Context: an optimization exercise on an open-source flow, tuned for small area, a short achievable clock period and few clock cycles per item. The choices shown serve that exercise and are no tape-out recipe. Function was checked by simulation only, so behaviour that the tests miss may differ from the original.

==> inputs of run R <==
==> flow/design.v <==
package blockchain_present_pkg;
    localparam int unsigned BLOCK_W = 16;
    localparam int unsigned KEY_W   = 20;
    localparam int unsigned NBLOCKS = 8;
    localparam int unsigned MSG_W   = BLOCK_W * NBLOCKS;
    localparam int unsigned NROUNDS = 31;
    localparam logic [63:0] SBOX     = 64'h2174_8FE3_DA09_B65C;
    localparam logic [63:0] INV_SBOX = 64'hA970_364B_D21C_8FE5;
    function automatic logic [3:0] sbox4(input logic [3:0] n);
        sbox4 = SBOX[{n, 2'b00} +: 4];
    endfunction
    function automatic logic [3:0] inv_sbox4(input logic [3:0] n);
        inv_sbox4 = INV_SBOX[{n, 2'b00} +: 4];
    endfunction
    function automatic logic [BLOCK_W-1:0] sbox16(input logic [BLOCK_W-1:0] x);
        logic [BLOCK_W-1:0] y;
        for (int n = 0; n < 4; n++) begin
            y[4*n +: 4] = sbox4(x[4*n +: 4]);
        end
        sbox16 = y;
    endfunction
    function automatic logic [BLOCK_W-1:0] inv_sbox16(input logic [BLOCK_W-1:0] x);
        logic [BLOCK_W-1:0] y;
        for (int n = 0; n < 4; n++) begin
            y[4*n +: 4] = inv_sbox4(x[4*n +: 4]);
        end
        inv_sbox16 = y;
    endfunction
    function automatic logic [BLOCK_W-1:0] player16(input logic [BLOCK_W-1:0] x);
        logic [BLOCK_W-1:0] y;
        y[15] = x[15];
        for (int i = 0; i < 15; i++) begin
            y[(4 * i) % 15] = x[i];
        end
        player16 = y;
    endfunction
    function automatic logic [KEY_W-1:0] key_fwd(input logic [KEY_W-1:0] k,
                                                 input logic [4:0]       r);
        logic [KEY_W-1:0] rot;
        rot     = {k[6:0], k[19:7]};
        key_fwd = {sbox4(rot[19:16]), rot[15:9], rot[8:4] ^ r, rot[3:0]};
    endfunction
    function automatic logic [KEY_W-1:0] key_bwd(input logic [KEY_W-1:0] k,
                                                 input logic [4:0]       r);
        logic [KEY_W-1:0] rot;
        rot     = {inv_sbox4(k[19:16]), k[15:9], k[8:4] ^ r, k[3:0]};
        key_bwd = {rot[12:0], rot[19:13]};
    endfunction
endpackage
module present16_enc_round
(
    input  logic [blockchain_present_pkg::BLOCK_W-1:0] i_state,
    input  logic [blockchain_present_pkg::BLOCK_W-1:0] i_rk,
    output logic [blockchain_present_pkg::BLOCK_W-1:0] o_state
);
    assign o_state = blockchain_present_pkg::player16(blockchain_present_pkg::sbox16(i_state ^ i_rk));
endmodule
module present16_dec_round
(
    input  logic [blockchain_present_pkg::BLOCK_W-1:0] i_state,
    input  logic [blockchain_present_pkg::BLOCK_W-1:0] i_rk,
    output logic [blockchain_present_pkg::BLOCK_W-1:0] o_state
);
    assign o_state = blockchain_present_pkg::inv_sbox16(blockchain_present_pkg::player16(i_state)) ^ i_rk;
endmodule
module blockchain_present_cipher
#(
    parameter int unsigned STAGES = 4
) (
    input  logic               clk,
    input  logic               rst_n,
    input  logic               start,
    input  logic [blockchain_present_pkg::MSG_W-1:0]   plaintext,
    input  logic [blockchain_present_pkg::KEY_W-1:0]   key,
    input  logic [blockchain_present_pkg::BLOCK_W-1:0] init_vec,
    output logic               busy,
    output logic               done,
    output logic [blockchain_present_pkg::MSG_W-1:0]   ciphertext,
    output logic [blockchain_present_pkg::MSG_W-1:0]   deciphered_text
);
    localparam int unsigned NR    = blockchain_present_pkg::NROUNDS;
    localparam int unsigned BW    = blockchain_present_pkg::BLOCK_W;
    localparam int unsigned KW    = blockchain_present_pkg::KEY_W;
    localparam int unsigned MW    = blockchain_present_pkg::MSG_W;
    localparam int unsigned NCYC  = (NR + STAGES - 1) / STAGES;
    localparam int unsigned LASTN = NR - (NCYC - 1) * STAGES;
    localparam logic [4:0]  LAST_BASE = 5'((NCYC - 1) * STAGES);
    localparam logic [3:0]  LAST_SLOT = 4'(blockchain_present_pkg::NBLOCKS);
    logic            r_busy;
    logic            r_done;
    logic [4:0]      r_base;    
    logic [3:0]      r_slot;
    logic [KW-1:0]   r_ek;      
    logic [KW-1:0]   r_dk;      
    logic [BW-1:0]   r_ex;
    logic [BW-1:0]   r_dx;
    logic [MW-1:0]   r_ct;
    logic [MW-1:0]   r_dt;
    logic            w_bound;
    logic            w_first;
    logic            w_final;
    logic [KW-1:0]   w_fk [STAGES+1];
    logic [KW-1:0]   w_bk [STAGES+1];
    logic [BW-1:0]   w_ex [STAGES+1];
    logic [BW-1:0]   w_dx [STAGES+1];
    logic [BW-1:0]   w_cblk;
    logic [BW-1:0]   w_dblk;
    assign w_bound = (r_base == LAST_BASE);
    assign w_first = (r_slot == 4'd0);
    assign w_final = (r_slot == LAST_SLOT);
    assign w_fk[0] = r_ek;
    assign w_bk[0] = r_dk;
    assign w_ex[0] = r_ex;
    assign w_dx[0] = r_dx;
    for (genvar j = 0; j < STAGES; j++) begin : g_stage
        assign w_fk[j+1] = blockchain_present_pkg::key_fwd(w_fk[j], r_base + 5'(j + 1));
        assign w_bk[j+1] = blockchain_present_pkg::key_bwd(w_bk[j], 5'(NR - j) - r_base);
        present16_enc_round u_enc (
            .i_state (w_ex[j]),
            .i_rk    (w_fk[j][19:4]),
            .o_state (w_ex[j+1])
        );
        present16_dec_round u_dec (
            .i_state (w_dx[j]),
            .i_rk    (w_bk[j+1][19:4]),
            .o_state (w_dx[j+1])
        );
    end
    assign w_cblk = w_ex[LASTN] ^ w_fk[LASTN][19:4];    
    assign w_dblk = w_dx[LASTN] ^ r_ct[31:16];          
    always_ff @(posedge clk or negedge rst_n) begin
        if (!rst_n) begin
            r_busy <= 1'b0;
            r_done <= 1'b0;
        end else begin
            r_done <= r_busy && w_bound && w_final;
            if (!r_busy) begin
                r_busy <= start;
            end else if (w_bound && w_final) begin
                r_busy <= 1'b0;
            end
        end
    end
    always_ff @(posedge clk) begin
        if (!r_busy) begin
            r_base <= '0;
            r_slot <= '0;
            r_ek   <= key;
            r_dk   <= key;
            r_ex   <= plaintext[MW-1 -: BW] ^ init_vec;
            if (start) begin
                r_ct <= {plaintext[MW-BW-1:0], init_vec};
            end
        end else begin
            r_dx <= w_bound ? w_ex[LASTN] : w_dx[STAGES];
            if (w_bound) begin
                r_base <= '0;
                r_slot <= r_slot + 4'd1;
                r_ek   <= w_first ? r_dk : w_bk[LASTN];
                r_dk   <= w_fk[LASTN];
                r_ex   <= w_cblk ^ r_ct[MW-1 -: BW];
                r_dt   <= {r_dt[MW-BW-1:0], w_dblk};
                if (!w_final) begin
                    r_ct <= {r_ct[MW-BW-1:0], w_cblk};
                end
            end else begin
                r_base <= r_base + 5'(STAGES);
                r_ek   <= w_fk[STAGES];
                if (!w_first) begin
                    r_dk <= w_bk[STAGES];
                end
                r_ex   <= w_ex[STAGES];
            end
        end
    end
    assign busy            = r_busy;
    assign done            = r_done;
    assign ciphertext      = r_ct;
    assign deciphered_text = r_dt;
endmodule
==> flow/run.sh <==
#!/bin/bash
# synth_recipe.tcl (not shown) runs the flow's synth.tcl, then flattens the netlist and writes it again
# the make line also repeats each setting of config.mk as NAME=value (left out here)
make -C /OpenROAD-flow-scripts/flow DESIGN_CONFIG=/design/flow/config.mk WORK_HOME=/design/flow/orfs CLKGATE_MAP_FILE= SYNTH_SCRIPT=/design/flow/synth_recipe.tcl finish
==> flow/config.mk <==
export PLATFORM = sky130hd
export DESIGN_NAME = blockchain_present_cipher
export DESIGN_NICKNAME = blockchain_present_cipher
export VERILOG_FILES = /design/flow/design.v
export SDC_FILE = /design/flow/constraint.sdc
export NUM_CORES = 4
export LEC_CHECK = 0
export CAP_MARGIN = 20
export CORE_MARGIN = 2
export CORE_UTILIZATION = 40
export SLEW_MARGIN = 20
==> flow/constraint.sdc <==
create_clock -name core_clock -period 9.0 [get_ports {clk}]
set_input_delay 1.8000 -clock core_clock [delete_from_list [all_inputs] [get_ports {clk}]]
set_output_delay 1.8000 -clock core_clock [all_outputs]
set_load 0.01 [all_outputs]
==> run B (differences from run R) <==
--- a/flow/design.v
+++ b/flow/design.v
@@ -5,62 +5,90 @@
     localparam int unsigned MSG_W   = BLOCK_W * NBLOCKS;
     localparam int unsigned NROUNDS = 31;
-    localparam logic [63:0] SBOX     = 64'h2174_8FE3_DA09_B65C;
-    localparam logic [63:0] INV_SBOX = 64'hA970_364B_D21C_8FE5;
-    function automatic logic [3:0] sbox4(input logic [3:0] n);
-        sbox4 = SBOX[{n, 2'b00} +: 4];
-    endfunction
-    function automatic logic [3:0] inv_sbox4(input logic [3:0] n);
-        inv_sbox4 = INV_SBOX[{n, 2'b00} +: 4];
-    endfunction
-    function automatic logic [BLOCK_W-1:0] sbox16(input logic [BLOCK_W-1:0] x);
-        logic [BLOCK_W-1:0] y;
-        for (int n = 0; n < 4; n++) begin
-            y[4*n +: 4] = sbox4(x[4*n +: 4]);
-        end
-        sbox16 = y;
-    endfunction
-    function automatic logic [BLOCK_W-1:0] inv_sbox16(input logic [BLOCK_W-1:0] x);
-        logic [BLOCK_W-1:0] y;
-        for (int n = 0; n < 4; n++) begin
-            y[4*n +: 4] = inv_sbox4(x[4*n +: 4]);
-        end
-        inv_sbox16 = y;
-    endfunction
-    function automatic logic [BLOCK_W-1:0] player16(input logic [BLOCK_W-1:0] x);
-        logic [BLOCK_W-1:0] y;
-        y[15] = x[15];
-        for (int i = 0; i < 15; i++) begin
-            y[(4 * i) % 15] = x[i];
-        end
-        player16 = y;
-    endfunction
-    function automatic logic [KEY_W-1:0] key_fwd(input logic [KEY_W-1:0] k,
-                                                 input logic [4:0]       r);
-        logic [KEY_W-1:0] rot;
-        rot     = {k[6:0], k[19:7]};
-        key_fwd = {sbox4(rot[19:16]), rot[15:9], rot[8:4] ^ r, rot[3:0]};
-    endfunction
-    function automatic logic [KEY_W-1:0] key_bwd(input logic [KEY_W-1:0] k,
-                                                 input logic [4:0]       r);
-        logic [KEY_W-1:0] rot;
-        rot     = {inv_sbox4(k[19:16]), k[15:9], k[8:4] ^ r, k[3:0]};
-        key_bwd = {rot[12:0], rot[19:13]};
-    endfunction
 endpackage
+module present16_sbox
+(
+    input  logic [3:0] i_x,
+    output logic [3:0] o_y
+);
+    localparam logic [15:0] LUT_0 = 16'h659A;
+    localparam logic [15:0] LUT_1 = 16'hA74C;
+    localparam logic [15:0] LUT_2 = 16'h3687;
+    localparam logic [15:0] LUT_3 = 16'h0ED9;
+    assign o_y[0] = LUT_0[i_x];
+    assign o_y[1] = LUT_1[i_x];
+    assign o_y[2] = LUT_2[i_x];
+    assign o_y[3] = LUT_3[i_x];
+endmodule
+module present16_isbox
+(
+    input  logic [3:0] i_x,
+    output logic [3:0] o_y
+);
+    localparam logic [15:0] LUT_0 = 16'h69A5;
+    localparam logic [15:0] LUT_1 = 16'hAD46;
+    localparam logic [15:0] LUT_2 = 16'h2697;
+    localparam logic [15:0] LUT_3 = 16'hC19E;
+    assign o_y[0] = LUT_0[i_x];
+    assign o_y[1] = LUT_1[i_x];
+    assign o_y[2] = LUT_2[i_x];
+    assign o_y[3] = LUT_3[i_x];
+endmodule
 module present16_enc_round
 (
-    input  logic [blockchain_present_pkg::BLOCK_W-1:0] i_state,
-    input  logic [blockchain_present_pkg::BLOCK_W-1:0] i_rk,
-    output logic [blockchain_present_pkg::BLOCK_W-1:0] o_state
-);
-    assign o_state = blockchain_present_pkg::player16(blockchain_present_pkg::sbox16(i_state ^ i_rk));
+    input  logic [15:0] i_state,
+    input  logic [15:0] i_rk,
+    output logic [15:0] o_state
+);
+    logic [15:0] w_t;
+    logic [15:0] w_s;
+    assign w_t = i_state ^ i_rk;
+    for (genvar n = 0; n < 4; n++) begin : g_sb
+        present16_sbox u_sb (.i_x(w_t[4*n +: 4]), .o_y(w_s[4*n +: 4]));
+    end
+    assign o_state[15] = w_s[15];
+    for (genvar i = 0; i < 15; i++) begin : g_p
+        assign o_state[(4 * i) % 15] = w_s[i];
+    end
 endmodule
 module present16_dec_round
 (
-    input  logic [blockchain_present_pkg::BLOCK_W-1:0] i_state,
-    input  logic [blockchain_present_pkg::BLOCK_W-1:0] i_rk,
-    output logic [blockchain_present_pkg::BLOCK_W-1:0] o_state
-);
-    assign o_state = blockchain_present_pkg::inv_sbox16(blockchain_present_pkg::player16(i_state)) ^ i_rk;
+    input  logic [15:0] i_state,
+    input  logic [15:0] i_rk,
+    output logic [15:0] o_state
+);
+    logic [15:0] w_p;
+    logic [15:0] w_s;
+    assign w_p[15] = i_state[15];
+    for (genvar i = 0; i < 15; i++) begin : g_p
+        assign w_p[(4 * i) % 15] = i_state[i];
+    end
+    for (genvar n = 0; n < 4; n++) begin : g_sb
+        present16_isbox u_sb (.i_x(w_p[4*n +: 4]), .o_y(w_s[4*n +: 4]));
+    end
+    assign o_state = w_s ^ i_rk;
+endmodule
+module present16_key_fwd
+(
+    input  logic [19:0] i_key,
+    input  logic [4:0]  i_rc,
+    output logic [19:0] o_key
+);
+    logic [19:0] w_rot;
+    logic [3:0]  w_s;
+    assign w_rot = {i_key[6:0], i_key[19:7]};
+    present16_sbox u_sb (.i_x(w_rot[19:16]), .o_y(w_s));
+    assign o_key = {w_s, w_rot[15:9], w_rot[8:4] ^ i_rc, w_rot[3:0]};
+endmodule
+module present16_key_bwd
+(
+    input  logic [19:0] i_key,
+    input  logic [4:0]  i_rc,
+    output logic [19:0] o_key
+);
+    logic [19:0] w_rot;
+    logic [3:0]  w_s;
+    present16_isbox u_sb (.i_x(i_key[19:16]), .o_y(w_s));
+    assign w_rot = {w_s, i_key[15:9], i_key[8:4] ^ i_rc, i_key[3:0]};
+    assign o_key = {w_rot[12:0], w_rot[19:13]};
 endmodule
 module blockchain_present_cipher
@@ -114,6 +142,14 @@
     assign w_dx[0] = r_dx;
     for (genvar j = 0; j < STAGES; j++) begin : g_stage
-        assign w_fk[j+1] = blockchain_present_pkg::key_fwd(w_fk[j], r_base + 5'(j + 1));
-        assign w_bk[j+1] = blockchain_present_pkg::key_bwd(w_bk[j], 5'(NR - j) - r_base);
+        present16_key_fwd u_kf (
+            .i_key (w_fk[j]),
+            .i_rc  (r_base + 5'(j + 1)),
+            .o_key (w_fk[j+1])
+        );
+        present16_key_bwd u_kb (
+            .i_key (w_bk[j]),
+            .i_rc  (5'(NR - j) - r_base),
+            .o_key (w_bk[j+1])
+        );
         present16_enc_round u_enc (
             .i_state (w_ex[j]),
@@ -143,4 +179,7 @@
     end
     always_ff @(posedge clk) begin
+        r_dx <= w_bound ? w_ex[LASTN] : w_dx[STAGES];
+    end
+    always_ff @(posedge clk) begin
         if (!r_busy) begin
             r_base <= '0;
@@ -153,5 +192,4 @@
             end
         end else begin
-            r_dx <= w_bound ? w_ex[LASTN] : w_dx[STAGES];
             if (w_bound) begin
                 r_base <= '0;
==> flow/flow/run.sh (new file) <==
#!/bin/bash
# Own layout flow: the standard ORFS flow (standard.sh, unchanged synthesis
# script) with a few extra settings appended to config.mk:
#  - no half/full adder cells, so Yosys's extract_fa does not freeze S-box
#    logic into ha cells before ABC maps it;
#  - port buffers of the smallest buffer cell (the resizer still upsizes any
#    that timing needs);
#  - a larger setup slack target for repair_timing, to shorten the period.
# The make output goes to flow_make.log in the work folder; ORFS's per-step
# logs stay under orfs/logs/.
set -euo pipefail
cat >> config.mk <<'EOC'
export DONT_USE_CELLS += sky130_fd_sc_hd__ha_1 sky130_fd_sc_hd__ha_2 sky130_fd_sc_hd__ha_4 sky130_fd_sc_hd__fa_1 sky130_fd_sc_hd__fa_2 sky130_fd_sc_hd__fa_4
export BUFFER_PORTS_ARGS = -buffer_cell sky130_fd_sc_hd__buf_1
export SETUP_SLACK_MARGIN = 5.5
EOC
bash standard.sh > flow_make.log 2>&1
==> flow/standard.sh (new file) <==
#!/bin/bash
# synth_recipe.tcl (not shown) runs the flow's synth.tcl, then flattens the netlist and writes it again
# the make line also repeats each setting of config.mk as NAME=value (left out here)
make -C /OpenROAD-flow-scripts/flow DESIGN_CONFIG=/design/flow/config.mk WORK_HOME=/design/flow/orfs CLKGATE_MAP_FILE= SYNTH_SCRIPT=/design/flow/synth_recipe.tcl "${@:-finish}"
--- a/flow/config.mk
+++ b/flow/config.mk
@@ -6,6 +6,10 @@
 export NUM_CORES = 4
 export LEC_CHECK = 0
+export ABC_AREA = 1
 export CAP_MARGIN = 20
 export CORE_MARGIN = 2
-export CORE_UTILIZATION = 40
+export CORE_UTILIZATION = 55
 export SLEW_MARGIN = 20
+export DONT_USE_CELLS += sky130_fd_sc_hd__ha_1 sky130_fd_sc_hd__ha_2 sky130_fd_sc_hd__ha_4 sky130_fd_sc_hd__fa_1 sky130_fd_sc_hd__fa_2 sky130_fd_sc_hd__fa_4
+export BUFFER_PORTS_ARGS = -buffer_cell sky130_fd_sc_hd__buf_1
+export SETUP_SLACK_MARGIN = 5.5
removed: flow/run.sh
==> flow_metrics.tcl <==
set metrics [dict create \
    final_area_um2 25000 \
    fill_cells 3304 \
    regArea_um2 9590 \
    dieArea_um2 39400 \
    fin_crit_ns 3.50 \
    outcome "finished clean" \
    cts_made_buffers 36 \
]
Source of the figures above: run B

==> flow_metrics.tcl <==
set metrics [dict create \
    fill_cells 5135 \
    cts_made_buffers 40 \
    outcome "finished clean" \
]
Source of the figures above: run R

Testbench counts of run R, summed over its fixed seeds: cycles 4,680, messages 64.
Testbench counts of run B, summed over its fixed seeds: cycles 4,680, messages 64.

==> afterwards: timing with drivers on the ports <==
The flow's constraints put no driver on any port. The routed layouts listed below were extracted and timed again, unchanged, in two steps. Step 1: set_driving_cell puts a clkbuf_16 on clk and a buf_2 on each other input, an assumption about the parent block. Step 2 also shifts input and output timing later by t, the mid clock arrival at the registers, as if the neighbouring blocks saw the same clock. Slacks: ideal / step 1 / step 2; pairs: ideal / step 1.
run | t, ns | slack for setup (ns) | worst setup path at the end | worst register clock-pin slew, ns
run R | 0.621 | 2.408 / 2.408 / 2.408 | register to register | 0.07 / 0.07
run B | 0.603 | 5.496 / 5.496 / 5.276 | input to register | 0.07 / 0.07
After both steps setup and hold are still met in every run listed. The setup slack of run B, which loses most, moves by 0.000 ns with the drivers and by -0.220 ns with both steps.
